From an optimization exercise on the open Yosys and OpenROAD flow, aimed at small area, a short achievable clock period and few clock cycles per item; shortcuts taken in it are not production practice.
In this exercise RTL edits were held to simulation tests only and were not proved equivalent to the original.

==> flow/design.v, too long to show whole: its modules and the start of the top module <==
// module mhdg_wrap: 19 lines
// module magnetometer_heading_core: 1720 lines
module magnetometer_heading_core #(
    parameter int CORDIC_STEPS = mhdg_pkg::CORDIC_STEPS_DEF,
    parameter int SAMPLE_WIDTH = mhdg_pkg::SAMPLE_WIDTH_DEF
) (
    input  logic                                i_clk,
    input  logic                                i_rst_n,
    input  logic                                i_s_tvalid,
    output logic                                o_s_tready,
    input  logic [mhdg_pkg::S_TDATA_W-1:0]      i_s_tdata,    
    input  logic                                i_s_tuser,    
    output logic                                o_m_tvalid,
    input  logic                                i_m_tready,
    output logic [mhdg_pkg::M_TDATA_W-1:0]      o_m_tdata,    
    input  logic                                i_cfg_we,
    input  logic [mhdg_pkg::CFG_IDX_W-1:0]      i_cfg_idx,
    input  logic [mhdg_pkg::CFG_DATA_W-1:0]     i_cfg_data
);
  // ...
==> flow/run.sh <==
#!/bin/bash
# synth_recipe.tcl (not shown) runs the flow's synth.tcl, then flattens the netlist and writes it again
# the make line also repeats each setting of config.mk as NAME=value (left out here)
make -C /OpenROAD-flow-scripts/flow DESIGN_CONFIG=/design/flow/config.mk WORK_HOME=/design/flow/orfs CLKGATE_MAP_FILE= SYNTH_SCRIPT=/design/flow/synth_recipe.tcl finish
==> flow/config.mk <==
export PLATFORM = sky130hd
export DESIGN_NAME = magnetometer_heading_core
export DESIGN_NICKNAME = magnetometer_heading_core
export VERILOG_FILES = /design/flow/design.v
export SDC_FILE = /design/flow/constraint.sdc
export NUM_CORES = 4
export LEC_CHECK = 0
export ABC_AREA = 1
export CAP_MARGIN = 20
export CORE_MARGIN = 2
export CORE_UTILIZATION = 40
export GPL_TIMING_DRIVEN = 0
export SLEW_MARGIN = 20
==> flow/constraint.sdc <==
create_clock -name core_clock -period 13.0 [get_ports {i_clk}]
set_input_delay 2.6000 -clock core_clock [delete_from_list [all_inputs] [get_ports {i_clk}]]
set_output_delay 2.6000 -clock core_clock [all_outputs]
set_load 0.01 [all_outputs]
==> impl_table.tex, run 1 <==
\begin{tabular}{lr}
\hline
Metric & Value \\
\hline
\multicolumn{2}{l}{\textbf{Critical path}} \\
\quad Element type at the critical path end & primary output \\
\quad Kind of critical path & reg2out \\
\quad End point of the critical path & o\_m\_tvalid \\
\quad Kind of start point of the critical path & register \\
\quad Top delay family on crit path & buffers and inverters \\
\quad Cells on worst reg2reg path & 8 \\
\quad Data arrival time of the worst path & between 1500 and 2000 ps \\
\quad Crit. path cell count & 1 \\
\quad Startpoint of the worst setup timing path & r\_o\_v \\
\quad Worst flop-to-flop path endpoint & r2\_rbx[26] \\
\multicolumn{2}{l}{\textbf{Synth}} \\
\quad Cell types with the highest counts after synthesis & 1,706 x sky130\_fd\_sc\_hd\_\_nand2\_1, 1,198 x sky130\_fd\_sc\_hd\_\_edfxtp\_1, 1,177 x sky130\_fd\_sc\_hd\_\_inv\_1 \\
\quad Synthesized-area fraction occupied by ao, oa, aoi and oai cells & between 10\% and 20\% \\
\quad \#FFs+latches synth & $\sim$1,300 \\
\quad Top-count cell post-synth & sky130\_fd\_sc\_hd\_\_nand2\_1 \\
\quad Post-synthesis instance area & roughly 96,000 um2 \\
\quad Synthesized area per cell & 9.39 um2 \\
\multicolumn{2}{l}{\textbf{Final layout}} \\
\quad Largest area class, layout & multi-input combinational cells \\
\quad Area of all placed cells without fillers & around 110,000 um2 \\
\quad Share of cell area taken by flip-flops and latches & 36.6\% \\
\quad Combined area of the multi-input logic cells & 51,000 um2 \\
\quad Antenna diode count & 5 \\
\quad Largest registers & r2\_rax: 40 flops, r2\_ray: 40 flops \\
\quad Post-route non-filler standard cell count & 13,800 \\
\quad Most common library cell in the layout ignoring fill and taps & sky130\_fd\_sc\_hd\_\_nand2\_1 \\
\quad Synthesis-to-finish area growth & 10.9\% \\
\quad Flip-flop and latch area & just under 40,000 um2 \\
\multicolumn{2}{l}{\textbf{Worst hold path}} \\
\quad Class of the tightest hold or removal check & reg2reg \\
\quad Number of instances on the worst hold path & 0 \\
\multicolumn{2}{l}{\textbf{STA}} \\
\quad Headroom to the max-slew limit & 23.0\% \\
\quad Hold Fails Final Rpt & 0 \\
\multicolumn{2}{l}{\textbf{Placement}} \\
\quad Pre-CTS worst setup slack & $\sim$8500 ps \\
\multicolumn{2}{l}{\textbf{Global route}} \\
\quad Via count of the first global-routing pass & 71,700 \\
\multicolumn{2}{l}{\textbf{Run status}} \\
\quad Status & no timing/DRC/antenna violations \\
\multicolumn{2}{l}{\textbf{Clocking}} \\
\quad Count of cells resized by post-cts repair & 0 \\
\multicolumn{2}{l}{\textbf{Routing}} \\
\quad Met2 wire len & around 120 mm \\
\hline
\end{tabular}
Testbench counts, summed over its fixed seeds: cycles 4,176, items 3,072.
==> run 2: changes to the inputs <==
--- a/flow/design.v
+++ b/flow/design.v
@@ -220,19 +220,17 @@
     logic [0:0] w16_d_13;
     logic [12:0] w16_y_14;
     logic [24:0] w16_x_14;
     logic [0:0] w17_d_14;
     logic [11:0] w17_y_15;
     logic [0:0] w18_d_15;
     logic [25:0] w19_za;
     logic [25:0] w19_zb;
-    logic [9:0] w20_zh;
-    logic [0:0] w20_zi;
-    logic [8:0] w21_deg;
+    logic [8:0] w20_deg;
     logic [0:0] r1_op;
     logic [0:0] r1_nx;
     logic [0:0] r1_ny;
     logic [8:0] r1_box;
     logic [8:0] r1_btx;
     logic [8:0] r1_bnx;
     logic [8:0] r1_boy;
     logic [8:0] r1_bty;
@@ -460,21 +458,17 @@
     logic [0:0] r18_d_13;
     logic [0:0] r18_d_14;
     logic [11:0] r18_y_15;
     logic [0:0] r19_op;
     logic [0:0] r19_zero;
     logic [25:0] r19_za;
     logic [25:0] r19_zb;
     logic [0:0] r20_op;
-    logic [0:0] r20_zero;
-    logic [9:0] r20_zh;
-    logic [0:0] r20_zi;
-    logic [0:0] r21_op;
-    logic [8:0] r21_deg;
+    logic [8:0] r20_deg;
     logic r1_v;
     logic r2_v;
     logic r3_v;
     logic r4_v;
     logic r5_v;
     logic r6_v;
     logic r7_v;
     logic r8_v;
@@ -485,17 +479,16 @@
     logic r13_v;
     logic r14_v;
     logic r15_v;
     logic r16_v;
     logic r17_v;
     logic r18_v;
     logic r19_v;
     logic r20_v;
-    logic r21_v;
     wire [16:0] w0_dpx = {r0_raw_x[15], r0_raw_x} - {r_bias_x[15], r_bias_x};
     wire [16:0] w0_dnx = {r_bias_x[15], r_bias_x} - {r0_raw_x[15], r0_raw_x};
     assign w0_nx = w0_dpx[16];
     wire [15:0] w0_ax = w0_dpx[16] ? w0_dnx[15:0] : w0_dpx[15:0];
     assign w0_box[0] = w0_ax[0] ^ 1'b0;
     assign w0_btx[0] = (w0_ax[1] & !w0_ax[0] & !1'b0) | (!w0_ax[1] & w0_ax[0] & 1'b0);
     assign w0_bnx[0] = w0_ax[1];
     assign w0_box[1] = w0_ax[2] ^ w0_ax[1];
@@ -1459,21 +1452,22 @@
     wire w19_zt99 = (w19_zt46) ^ (w19_zt47) ^ (w19_zlut3[23]);
     wire w19_zt100 = ((w19_zt46) & (w19_zt47)) | ((w19_zt46) & (w19_zlut3[23])) | ((w19_zt47) & (w19_zlut3[23]));
     wire w19_zt101 = (w19_zt48) ^ (w19_zt49) ^ (w19_zlut3[24]);
     wire w19_zt102 = ((w19_zt48) & (w19_zt49)) | ((w19_zt48) & (w19_zlut3[24])) | ((w19_zt49) & (w19_zlut3[24]));
     wire w19_zt103 = (w19_zt50) ^ (w19_zt51) ^ (w19_zlut3[25]);
     wire w19_zt104 = ((w19_zt50) & (w19_zt51)) | ((w19_zt50) & (w19_zlut3[25])) | ((w19_zt51) & (w19_zlut3[25]));
     assign w19_za = {w19_zt102, w19_zt100, w19_zt98, w19_zt96, w19_zt94, w19_zt92, w19_zt90, w19_zt88, w19_zt86, w19_zt84, w19_zt82, w19_zt80, w19_zt78, w19_zt76, w19_zt74, w19_zt72, w19_zt70, w19_zt68, w19_zt66, w19_zt64, w19_zt62, w19_zt60, w19_zt58, w19_zt56, w19_zt54, w19_zt53};
     assign w19_zb = {w19_zt103, w19_zt101, w19_zt99, w19_zt97, w19_zt95, w19_zt93, w19_zt91, w19_zt89, w19_zt87, w19_zt85, w19_zt83, w19_zt81, w19_zt79, w19_zt77, w19_zt75, w19_zt73, w19_zt71, w19_zt69, w19_zt67, w19_zt65, w19_zt63, w19_zt61, w19_zt59, w19_zt57, w19_zt55, w19_zlut3[0]};
-    wire [25:0] w20_z = r19_za + r19_zb;
-    assign w20_zh = w20_z[25:16];
-    assign w20_zi = w20_z[25] && (w20_z[15:0] != 16'd0);
-    wire signed [9:0] w21_dr = r20_zh + {9'd0, r20_zi};
-    assign w21_deg = r20_zero ? 9'sd0 : (w21_dr > 10'sd180) ? 9'sd180 : (w21_dr < -10'sd180) ? -9'sd180 : w21_dr[8:0];
+    wire [25:0] w20_z1 = r19_za + r19_zb;
+    wire [25:0] w20_zx = r19_za ^ r19_zb ^ 26'd65535;
+    wire [25:0] w20_zy = {((r19_za & r19_zb) | (r19_za & 26'd65535) | (r19_zb & 26'd65535)), 1'b0};
+    wire [25:0] w20_z2 = w20_zx + w20_zy;
+    wire signed [9:0] w20_dr = w20_z1[25] ? w20_z2[25:16] : w20_z1[25:16];
+    assign w20_deg = r19_zero ? 9'sd0 : (w20_dr > 10'sd180) ? 9'sd180 : (w20_dr < -10'sd180) ? -9'sd180 : w20_dr[8:0];
     always_ff @(posedge i_clk) begin
         if (r_adv) begin
             r1_op <= r0_op;
             r1_nx <= w0_nx;
             r1_ny <= w0_ny;
             r1_box <= w0_box;
             r1_btx <= w0_btx;
             r1_bnx <= w0_bnx;
@@ -1703,21 +1697,17 @@
             r18_d_13 <= r17_d_13;
             r18_d_14 <= w17_d_14;
             r18_y_15 <= w17_y_15;
             r19_op <= r18_op;
             r19_zero <= r18_zero;
             r19_za <= w19_za;
             r19_zb <= w19_zb;
             r20_op <= r19_op;
-            r20_zero <= r19_zero;
-            r20_zh <= w20_zh;
-            r20_zi <= w20_zi;
-            r21_op <= r20_op;
-            r21_deg <= w21_deg;
+            r20_deg <= w20_deg;
         end
     end
     always_ff @(posedge i_clk) begin
         if (!i_rst_n) begin
             r1_v <= 1'b0;
             r2_v <= 1'b0;
             r3_v <= 1'b0;
             r4_v <= 1'b0;
@@ -1732,17 +1722,16 @@
             r13_v <= 1'b0;
             r14_v <= 1'b0;
             r15_v <= 1'b0;
             r16_v <= 1'b0;
             r17_v <= 1'b0;
             r18_v <= 1'b0;
             r19_v <= 1'b0;
             r20_v <= 1'b0;
-            r21_v <= 1'b0;
         end else if (r_adv) begin
             r1_v <= r0_v;
             r2_v <= r1_v;
             r3_v <= r2_v;
             r4_v <= r3_v;
             r5_v <= r4_v;
             r6_v <= r5_v;
             r7_v <= r6_v;
@@ -1754,22 +1743,21 @@
             r13_v <= r12_v;
             r14_v <= r13_v;
             r15_v <= r14_v;
             r16_v <= r15_v;
             r17_v <= r16_v;
             r18_v <= r17_v;
             r19_v <= r18_v;
             r20_v <= r19_v;
-            r21_v <= r20_v;
         end
     end
-    assign w_deg  = r21_deg;
-    assign w_op   = r21_op;
-    assign w_push = r_adv && r21_v;
+    assign w_deg  = r20_deg;
+    assign w_op   = r20_op;
+    assign w_push = r_adv && r20_v;
     logic [8:0] r_zero_offset;
     logic [8:0] w_offset;
     logic [8:0] w_rel;
     assign w_offset = w_op ? w_deg : r_zero_offset;
     mhdg_wrap u_wrap (
         .i_real     (w_deg),
         .i_offset   (r_zero_offset),
         .i_set_zero (w_op),
==> run 2 against run 1 <==
  * Cell area rose by 0.86%
  * Critical endpoint unchanged
  * Die area rose by 0.83%
  * Synthesized cell count rose by 1.7%
  * First-iteration DRC count fell by 9.7%
  * Highest routed layer unchanged
  * Critical path type unchanged
  * Worst hold slack improved by 9.9 ps
==> impl_table.tex, run 2 <==
\begin{tabular}{lr}
\hline
Metric & Value \\
\hline
\multicolumn{2}{l}{\textbf{STA}} \\
\quad Highest achievable clock rate & 221 MHz (was 223 MHz) \\
\quad Count of final setup violators & 0 (unchanged) \\
\quad Max Slew Vio Count & 0 (unchanged) \\
\quad Hold Worst Slack & 407 ps (was 397 ps) \\
\quad Minimum clock period after layout & 4520 ps (was 4480 ps) \\
\quad RSZ-0062 raised after global routing & false (unchanged) \\
\quad Hold Fails Final Rpt & 0 (unchanged) \\
\quad Minimum setup slack in the final design & 8480 ps (was 8520 ps) \\
\quad Period utilization & 34.8\% (was 34.5\%) \\
\quad Headroom to the max-slew limit & 20.9\% (was 23.0\%) \\
\quad Tightest Pin Transition & 1190 ps (was 1160 ps) \\
\quad Worst Clk Skew & 48.8 ps (was 57.1 ps) \\
\quad Sum of negative setup slack & 0 ps (unchanged) \\
\multicolumn{2}{l}{\textbf{Floorplan}} \\
\quad Vert. Die Dim & 495 um (was 493 um) \\
\quad Area of the die & 245,000 um2 (was 243,000 um2) \\
\quad Width of the die & 495 um (was 493 um) \\
\quad I/O pin total & 91 (unchanged) \\
\quad Standard cell core area & 240,000 um2 (was 238,000 um2) \\
\quad Starting Density & 40.2\% (about the same) \\
\quad Std-Cell Rows & 180 (was 179) \\
\multicolumn{2}{l}{\textbf{Synth}} \\
\quad \#FFs+latches synth & 1,328 (was 1,342) \\
\quad Fraction of registers with async set or reset after synthesis & 0\% (unchanged) \\
\quad Synth area leaders & sky130\_fd\_sc\_hd\_\_edfxtp\_1 37\%, sky130\_fd\_sc\_hd\_\_ha\_1 9.4\%, sky130\_fd\_sc\_hd\_\_xor2\_1 8.8\% (was sky130\_fd\_sc\_hd\_\_edfxtp\_1 38\%, sky130\_fd\_sc\_hd\_\_ha\_1 9.0\%, sky130\_fd\_sc\_hd\_\_xor2\_1 8.9\%) \\
\quad Top-count cell post-synth & sky130\_fd\_sc\_hd\_\_nand2\_1 (unchanged) \\
\quad Main flop type after synthesis & sky130\_fd\_sc\_hd\_\_edfxtp\_1 (unchanged) \\
\quad Dominant cell type by area after synthesis & sky130\_fd\_sc\_hd\_\_edfxtp\_1 (unchanged) \\
\quad Synthesized netlist cell count & 10,400 (was 10,200) \\
\quad Total number of yosys warnings & 2 (unchanged) \\
\quad Cell types with the highest counts after synthesis & 1,717 x sky130\_fd\_sc\_hd\_\_nand2\_1, 1,277 x sky130\_fd\_sc\_hd\_\_inv\_1, 1,185 x sky130\_fd\_sc\_hd\_\_edfxtp\_1 (was 1,706 x sky130\_fd\_sc\_hd\_\_nand2\_1, 1,198 x sky130\_fd\_sc\_hd\_\_edfxtp\_1, 1,177 x sky130\_fd\_sc\_hd\_\_inv\_1) \\
\quad EDFF count, synth & 1,185 (was 1,198) \\
\quad Portion of the post-synthesis area used by sequential elements & 39.8\% (was 40.6\%) \\
\quad Proportion of netlist area held by the largest area contributor & 36.8\% (was 37.5\%) \\
\quad Post-synthesis instance area & 96,600 um2 (was 95,800 um2) \\
\quad Unique masters post-synth & 79 (was 70) \\
\quad Synthesized area per cell & 9.31 um2 (was 9.39 um2) \\
\multicolumn{2}{l}{\textbf{Placement}} \\
\quad Number of placed instances with taps included & 13,700 (was 13,500) \\
\quad Total half-perimeter wirelength after legalization and detailed placement & 226 mm (was 213 mm) \\
\quad Placer congestion estimate & 0.954 (was 0.972) \\
\quad Pre-CTS worst setup slack & 8150 ps (was 8460 ps) \\
\quad Count of buffers from port buffering & 83 (unchanged) \\
\multicolumn{2}{l}{\textbf{Clocking}} \\
\quad Post-CTS Setup Bufs & 0 (unchanged) \\
\quad Clock slew at the register clock pins of the worst setup and hold paths & 60 ps (about the same) \\
\quad \# H-tree levels & 4 (unchanged) \\
\quad Count of cells resized by post-cts repair & 0 (unchanged) \\
\quad CTS Sinks & 1,328 (was 1,342) \\
\quad Cts-stage hold buffer count & 0 (unchanged) \\
\quad Clock latency reported for the late side of the worst-skew pair & 830 ps (was 850 ps) \\
\quad Maximum buffer depth of the clock tree & 3 (unchanged) \\
\quad CTS tree & built (unchanged) \\
\quad Library cell used as clock root buffer & sky130\_fd\_sc\_hd\_\_clkbuf\_16 (unchanged) \\
\quad Clock buffers created by TritonCTS & 154 (was 158) \\
\multicolumn{2}{l}{\textbf{Routing}} \\
\quad DR pass1 iterations & 6 (unchanged) \\
\quad Antenna-violating nets left & 0 (unchanged) \\
\quad DR WL/cell & 20.1 um (was 19.4 um) \\
\quad Vias per Instance & 5.25 (was 5.27) \\
\quad Post-Route WL & 281 mm (was 268 mm) \\
\quad Via count of the routed design & 73,300 (was 72,600) \\
\quad Initial drt markers & 5,566 (was 6,161) \\
\quad DRC Markers & 0 (unchanged) \\
\multicolumn{2}{l}{\textbf{Critical path}} \\
\quad Kind of critical path & reg2out (unchanged) \\
\quad Top delay family on crit path & buffers and inverters (unchanged) \\
\quad Longest individual stage delay on the worst path & 630 ps (was 600 ps) \\
\quad Register-to-register setup slack & 8530 ps (was 8770 ps) \\
\quad Cells on worst reg2reg path & 8 (unchanged) \\
\quad Element type at the critical path end & primary output (unchanged) \\
\quad Kind of start point of the critical path & register (unchanged) \\
\quad Crit. path cell count & 1 (unchanged) \\
\quad Worst flop-to-flop path endpoint & r2\_rby[26] (was r2\_rbx[26]) \\
\quad Buffers \& Inverters on Critical Path & 1 (unchanged) \\
\quad Largest driver fanout on the critical path & 3 (unchanged) \\
\quad Cells traversed along the worst timing path & clkdlybuf4s50\_1 (unchanged) \\
\quad Reg-to-reg critical path startpoint & r\_gain\_y[23] (was r\_gain\_x[23]) \\
\quad Slowest cell on the critical path & sky130\_fd\_sc\_hd\_\_clkdlybuf4s50\_1 (unchanged) \\
\quad Data arrival time of the worst path & 1920 ps (was 1880 ps) \\
\quad Data required time of the critical path & 10,400 ps (about the same) \\
\multicolumn{2}{l}{\textbf{Flow run}} \\
\quad Max Cap Violations & 0 (unchanged) \\
\multicolumn{2}{l}{\textbf{Global route}} \\
\quad Overflow after GRT & 0 (unchanged) \\
\quad Antenna violations before repair & 10 (was 8) \\
\quad Maximum number of pins on one net before global-route repair & 64 (was 63) \\
\quad Global router's overall resource usage & 22.5\% (was 21.6\%) \\
\quad Via count of the first global-routing pass & 72,600 (was 71,700) \\
\quad Wire length of the first global-routing pass & 428 mm (was 411 mm) \\
\multicolumn{2}{l}{\textbf{Worst hold path}} \\
\quad Class of the tightest hold or removal check & reg2reg (unchanged) \\
\quad Hold Path End & r18\_d\_6 (was r18\_d\_2) \\
\quad Number of instances on the worst hold path & 0 (unchanged) \\
\quad Worst Min Path Start & r17\_d\_6 (was r17\_d\_2) \\
\multicolumn{2}{l}{\textbf{Final layout}} \\
\quad Synthesis-to-finish area growth & 11.0\% (was 10.9\%) \\
\quad Post-route non-filler standard cell count & 14,000 (was 13,800) \\
\quad Layout cells sized above 1 & 4.00\% (was 3.91\%) \\
\quad Nets & 11,800 (was 11,600) \\
\quad Largest registers & r2\_rax: 40 flops, r2\_ray: 40 flops (unchanged) \\
\quad Highest-count cells in the layout ignoring fill and taps & 1,717 x sky130\_fd\_sc\_hd\_\_nand2\_1, 1,277 x sky130\_fd\_sc\_hd\_\_inv\_1, 1,185 x sky130\_fd\_sc\_hd\_\_edfxtp\_1, 976 x sky130\_fd\_sc\_hd\_\_xor2\_1, 723 x sky130\_fd\_sc\_hd\_\_ha\_1 (was 1,706 x sky130\_fd\_sc\_hd\_\_nand2\_1, 1,198 x sky130\_fd\_sc\_hd\_\_edfxtp\_1, 1,177 x sky130\_fd\_sc\_hd\_\_inv\_1, 973 x sky130\_fd\_sc\_hd\_\_xor2\_1, 701 x sky130\_fd\_sc\_hd\_\_a21oi\_1) \\
\quad Most common library cell in the layout ignoring fill and taps & sky130\_fd\_sc\_hd\_\_nand2\_1 (unchanged) \\
\multicolumn{2}{l}{\textbf{Run status}} \\
\quad Status & no timing/DRC/antenna violations (unchanged) \\
\hline
\end{tabular}
[run 2: changes by cell type in the layout (fill, tap and decap cells not counted), moves of 13 or more]
cell and delta:
sky130_fd_sc_hd__a21o_1 -14, sky130_fd_sc_hd__a21oi_1 +17, sky130_fd_sc_hd__edfxtp_1 -13, sky130_fd_sc_hd__ha_1 +32, sky130_fd_sc_hd__inv_1 +100, sky130_fd_sc_hd__nand3_1 -20, sky130_fd_sc_hd__o21ai_1 +13, sky130_fd_sc_hd__xnor2_1 -13
[run 2: logic make-up after synthesis]
family,after synthesis,share of synthesized area (%)
other,1,0.00388
adder cells (fa/ha/maj),1081,16.7
AND/OR/NAND/NOR,2972,12.9
AO/OA/AOI/OAI,1929,11.2
XOR/XNOR,1396,12.7
multiplexers,5,0.0531
flip-flops,1328,39.8
buffers and inverters,1664,6.63
[run 2: routing by layer]
metal  up-vias  routed length (um)  GRT usage (%)
li1      35500                   -              -
met1     35200              129000           31.3
met5         -                 127              0
met3       433               17300           3.65
met2      2109              127000           36.2
met4         8                8060           6.44
[run 2: stage by stage]
stage / area (um2) / utilization [%]
6_report: 107000 / 44.6
5_1_grt: 107000 / 44.6
4_1_cts: 107000 / 44.6
3_5_place_dp: 102000 / 42.5
3_3_place_gp: 101000 / 42.2
2_1_floorplan: 96600 / -
[run 2: worst max-delay path by stage]
stage,start,endpoint,slack [ps]
after CTS,r_o_v,o_m_tvalid,8410
after floorplan,r_adv,r_zero_offset[8],2910
after global placement,r_adv,r_zero_offset[8],-1090
final,r_o_v,o_m_tvalid,8480
after global routing,r11_y_8[18],r12_y_9[14],8370
after detailed placement,i_rst_n,r_bias_x[15],8150
[run 2: cell type report]
class | instances | area (um2)
diodes | 5 | 12.5
plain buffers | 310 | 1320
clock buffers | 184 | 4110
clock inverters | 104 | 1060
fillers | 23200 | 133000
inverters | 1354 | 5080
multi-input cells | 7389 | 51800
flip-flops and latches | 1328 | 38500
well taps | 3185 | 3990
repair buffers | 105 | 1410
Testbench counts of run 2, summed over its fixed seeds: cycles 4,128, items 3,072.
==> run 3: changes to the inputs <==
==> flow/flow/run.sh (new file) <==
#!/bin/bash
# The standard layout, except that the port buffers buffer_ports inserts are
# sky130_fd_sc_hd__buf_4 cells rather than the library's default choice.
set -euo pipefail
bash standard.sh 'BUFFER_PORTS_ARGS=-buffer_cell sky130_fd_sc_hd__buf_4' finish > standard_sh.log 2>&1
==> flow/standard.sh (new file) <==
#!/bin/bash
# synth_recipe.tcl (not shown) runs the flow's synth.tcl, then flattens the netlist and writes it again
# the make line also repeats each setting of config.mk as NAME=value (left out here)
make -C /OpenROAD-flow-scripts/flow DESIGN_CONFIG=/design/flow/config.mk WORK_HOME=/design/flow/orfs CLKGATE_MAP_FILE= SYNTH_SCRIPT=/design/flow/synth_recipe.tcl "${@:-finish}"
removed: flow/run.sh
==> run 3 against run 2 <==
  * Worst hold slack got worse by 1.4 ps
  * Via count fell by 0.44%
  * Critical path depth up 7
  * Wire length down 1.7%
  * Fmax increased by 1.1%
  * Global-route usage is 0.29 points lower
  * Area after synthesis did not move
  * Cell area down 0.19%
  * Clock skew grew 9.7 ps
==> impl_table.tex, run 3 <==
\begin{tabular}{lr}
\hline
Metric & Value \\
\hline
\multicolumn{2}{l}{\textbf{Critical path}} \\
\quad Largest driver fanout on the critical path & 10 (was 3) \\
\quad Kind of critical path & reg2reg (was reg2out) \\
\quad Data required time of the critical path & 13,520 ps (was 10,400 ps) \\
\quad Data arrival time of the worst path & 4990 ps (was 1920 ps) \\
\quad Kind of start point of the critical path & register (unchanged) \\
\quad Element type at the critical path end & register (was primary output) \\
\multicolumn{2}{l}{\textbf{STA}} \\
\quad Worst Clk Skew & 58.5 ps (was 48.8 ps) \\
\quad Minimum setup slack in the final design & 8530 ps (was 8480 ps) \\
\quad Highest achievable clock rate & 224 MHz (was 221 MHz) \\
\quad Minimum clock period after layout & 4470 ps (was 4520 ps) \\
\quad Max Slew Vio Count & 0 (unchanged) \\
\quad Hold Worst Slack & 405 ps (was 407 ps) \\
\quad Count of final setup violators & 0 (unchanged) \\
\quad Hold Fails Final Rpt & 0 (unchanged) \\
\quad RSZ-0062 raised after global routing & false (unchanged) \\
\quad Tightest Pin Transition & 1100 ps (was 1190 ps) \\
\quad Headroom to the max-slew limit & 26.4\% (was 20.9\%) \\
\quad Period utilization & 34.4\% (was 34.8\%) \\
\multicolumn{2}{l}{\textbf{Worst hold path}} \\
\quad Class of the tightest hold or removal check & reg2reg (unchanged) \\
\multicolumn{2}{l}{\textbf{Clocking}} \\
\quad Library cell used as clock root buffer & sky130\_fd\_sc\_hd\_\_clkbuf\_16 (unchanged) \\
\quad Cts-stage hold buffer count & 0 (unchanged) \\
\quad Clock buffers created by TritonCTS & 153 (was 154) \\
\quad Maximum buffer depth of the clock tree & 3 (unchanged) \\
\quad Post-CTS Setup Bufs & 0 (unchanged) \\
\quad Clock latency reported for the late side of the worst-skew pair & 820 ps (was 830 ps) \\
\quad \# H-tree levels & 4 (unchanged) \\
\quad CTS tree & built (unchanged) \\
\quad Count of cells resized by post-cts repair & 0 (unchanged) \\
\quad CTS Sinks & 1,328 (unchanged) \\
\quad Clock slew at the register clock pins of the worst setup and hold paths & 60 ps (about the same) \\
\multicolumn{2}{l}{\textbf{Global route}} \\
\quad Global router's overall resource usage & 22.2\% (was 22.5\%) \\
\quad Overflow after GRT & 0 (unchanged) \\
\quad Maximum number of pins on one net before global-route repair & 61 (was 64) \\
\quad Wire length of the first global-routing pass & 423 mm (was 428 mm) \\
\quad Antenna violations before repair & 8 (was 10) \\
\quad Via count of the first global-routing pass & 72,300 (was 72,600) \\
\multicolumn{2}{l}{\textbf{Floorplan}} \\
\quad Starting Density & 40.2\% (unchanged) \\
\quad Width of the die & 495 um (unchanged) \\
\quad Vert. Die Dim & 495 um (unchanged) \\
\quad Area of the die & 245,000 um2 (unchanged) \\
\quad Std-Cell Rows & 180 (unchanged) \\
\quad Standard cell core area & 240,000 um2 (unchanged) \\
\quad I/O pin total & 91 (unchanged) \\
\multicolumn{2}{l}{\textbf{Placement}} \\
\quad Count of buffers from port buffering & 83 (unchanged) \\
\quad Pre-CTS worst setup slack & 8120 ps (was 8150 ps) \\
\quad Total half-perimeter wirelength after legalization and detailed placement & 222 mm (was 226 mm) \\
\quad Placer congestion estimate & 0.947 (was 0.954) \\
\multicolumn{2}{l}{\textbf{Routing}} \\
\quad Via count of the routed design & 73,000 (was 73,300) \\
\quad DRC Markers & 0 (unchanged) \\
\quad DR pass1 iterations & 7 (was 6) \\
\quad Post-Route WL & 276 mm (was 281 mm) \\
\quad Initial drt markers & 5,642 (was 5,566) \\
\quad Antenna-violating nets left & 0 (unchanged) \\
\quad DR WL/cell & 19.8 um (was 20.1 um) \\
\quad Vias per Instance & 5.23 (was 5.25) \\
\multicolumn{2}{l}{\textbf{Synth}} \\
\quad Post-synthesis instance area & 96,600 um2 (unchanged) \\
\quad Portion of the post-synthesis area used by sequential elements & 39.8\% (unchanged) \\
\quad \#FFs+latches synth & 1,328 (unchanged) \\
\quad Unique masters post-synth & 79 (unchanged) \\
\quad Proportion of netlist area held by the largest area contributor & 36.8\% (unchanged) \\
\quad Synthesized area per cell & 9.31 um2 (unchanged) \\
\quad Top-count cell post-synth & sky130\_fd\_sc\_hd\_\_nand2\_1 (unchanged) \\
\quad Main flop type after synthesis & sky130\_fd\_sc\_hd\_\_edfxtp\_1 (unchanged) \\
\quad Synthesized netlist cell count & 10,400 (unchanged) \\
\quad Total number of yosys warnings & 2 (unchanged) \\
\quad Dominant cell type by area after synthesis & sky130\_fd\_sc\_hd\_\_edfxtp\_1 (unchanged) \\
\quad EDFF count, synth & 1,185 (unchanged) \\
\quad Fraction of registers with async set or reset after synthesis & 0\% (unchanged) \\
\quad Cell types with the highest counts after synthesis & 1,717 x sky130\_fd\_sc\_hd\_\_nand2\_1, 1,277 x sky130\_fd\_sc\_hd\_\_inv\_1, 1,185 x sky130\_fd\_sc\_hd\_\_edfxtp\_1 (unchanged) \\
\quad Synth area leaders & sky130\_fd\_sc\_hd\_\_edfxtp\_1 37\%, sky130\_fd\_sc\_hd\_\_ha\_1 9.4\%, sky130\_fd\_sc\_hd\_\_xor2\_1 8.8\% (unchanged) \\
\multicolumn{2}{l}{\textbf{Final layout}} \\
\quad Highest-count cells in the layout ignoring fill and taps & 1,717 x sky130\_fd\_sc\_hd\_\_nand2\_1, 1,277 x sky130\_fd\_sc\_hd\_\_inv\_1, 1,185 x sky130\_fd\_sc\_hd\_\_edfxtp\_1, 976 x sky130\_fd\_sc\_hd\_\_xor2\_1, 723 x sky130\_fd\_sc\_hd\_\_ha\_1 (unchanged) \\
\quad Synthesis-to-finish area growth & 10.8\% (was 11.0\%) \\
\quad Layout cells sized above 1 & 4.78\% (was 4.00\%) \\
\quad Largest registers & r2\_rax: 40 flops, r2\_ray: 40 flops (unchanged) \\
\quad Most common library cell in the layout ignoring fill and taps & sky130\_fd\_sc\_hd\_\_nand2\_1 (unchanged) \\
\quad Number of inserted filler cells in the final layout & 23,000 (was 23,200) \\
\quad Nets & 11,800 (about the same) \\
\quad Combined area of the multi-input logic cells & 51,800 um2 (unchanged) \\
\quad Flip-flop and latch area & 38,500 um2 (unchanged) \\
\multicolumn{2}{l}{\textbf{Flow run}} \\
\quad Max Cap Violations & 0 (unchanged) \\
\multicolumn{2}{l}{\textbf{Run status}} \\
\quad Status & no timing/DRC/antenna violations (unchanged) \\
\hline
\end{tabular}
## run 3: cell counts after synthesis
No cell type changed its count.
## run 3: cells by family after synthesis
| family | synth area share, % |
|---|---|
| AO/OA/AOI/OAI | 11.2 |
| XOR/XNOR | 12.7 |
| adder cells (fa/ha/maj) | 16.7 |
| buffers and inverters | 6.63 |
| flip-flops | 39.8 |
| multiplexers | 0.0531 |
| other | 0.00388 |
| AND/OR/NAND/NOR | 12.9 |
## run 3: worst max-delay path, stage by stage, from the launching register on
cell	delay (ps)
sky130_fd_sc_hd__dfxtp_1	300
sky130_fd_sc_hd__clkbuf_1	630
sky130_fd_sc_hd__clkinv_1	660
sky130_fd_sc_hd__o22ai_1	320
sky130_fd_sc_hd__xor2_1	220
sky130_fd_sc_hd__fa_1	480
sky130_fd_sc_hd__fa_1	550
sky130_fd_sc_hd__fa_1	600
sky130_fd_sc_hd__fa_1	410
## run 3: worst paths after layout
kind	cells after the start	startpoint	slack, ps	endpoint
max	8	r_gain_x[23]	8530	r2_rbx[26]
min	0	r10_d_0	410	r11_d_0
max reg2reg	8	r_gain_x[23]	8530	r2_rbx[26]
min reg2reg	0	r10_d_0	410	r11_d_0
## run 3: cell type report
cell class	instances	share of cell area [%]
well taps	3185	3.72
repair buffers	107	1.14
diodes	3	0.00702
clock buffers	187	3.83
plain buffers	310	1.23
clock inverters	97	0.985
flip-flops and latches	1328	35.9
inverters	1354	4.75
multi-input cells	7389	48.4
## run 3: per-layer routing
metal | wire (um) | global-route usage, % | part of all wire, % | vias up
li1 | - | - | - | 35500
met1 | 127000 | 30.9 | 46 | 35000
met2 | 126000 | 35.8 | 45 | 2018
met3 | 16000 | 3.45 | 5.8 | 428
met4 | 7620 | 6.34 | 2.8 | 2
met5 | 13 | 0 | 0.0047 | -
## run 3: through the flow
step	TNS [ps]	util, %	instance area, um2	std cells
2_1_floorplan	0	-	96600	10400
3_3_place_gp	-8800	42.1	101000	13600
3_5_place_dp	0	42.4	102000	13700
4_1_cts	0	44.5	107000	14000
5_1_grt	0	44.5	107000	14000
6_report	0	44.5	107000	14000

-- separate check: timing with driven ports --
In the flow no input, the clock included, has a driving cell. The finished layouts below were timed again as built, in two steps.
Step 1 (the two cells are an assumption about what drives the block):
set clk [get_ports {i_clk}]
set_driving_cell -lib_cell sky130_fd_sc_hd__clkbuf_16 $clk
set_driving_cell -lib_cell sky130_fd_sc_hd__buf_2 [delete_from_list [all_inputs] $clk]
Step 2 also shifts input and output timing later by t, the mid clock arrival at the registers, as if the neighbouring blocks saw the same clock.
Slacks: ideal / step 1 / step 2; pairs: ideal / step 1.
run	t (ns)	setup slack, ns	worst setup path at the end
run 1	0.924	8.519 / 8.419 / 8.235	input to register
run 2	0.881	8.478 / 8.397 / 8.004	input to register
run 3	0.879	8.527 / 8.527 / 8.334	input to register
After both steps setup and hold are still met in every run listed. The setup slack of run 2, which loses most, moves by -0.081 ns with the drivers and by -0.474 ns with both steps.
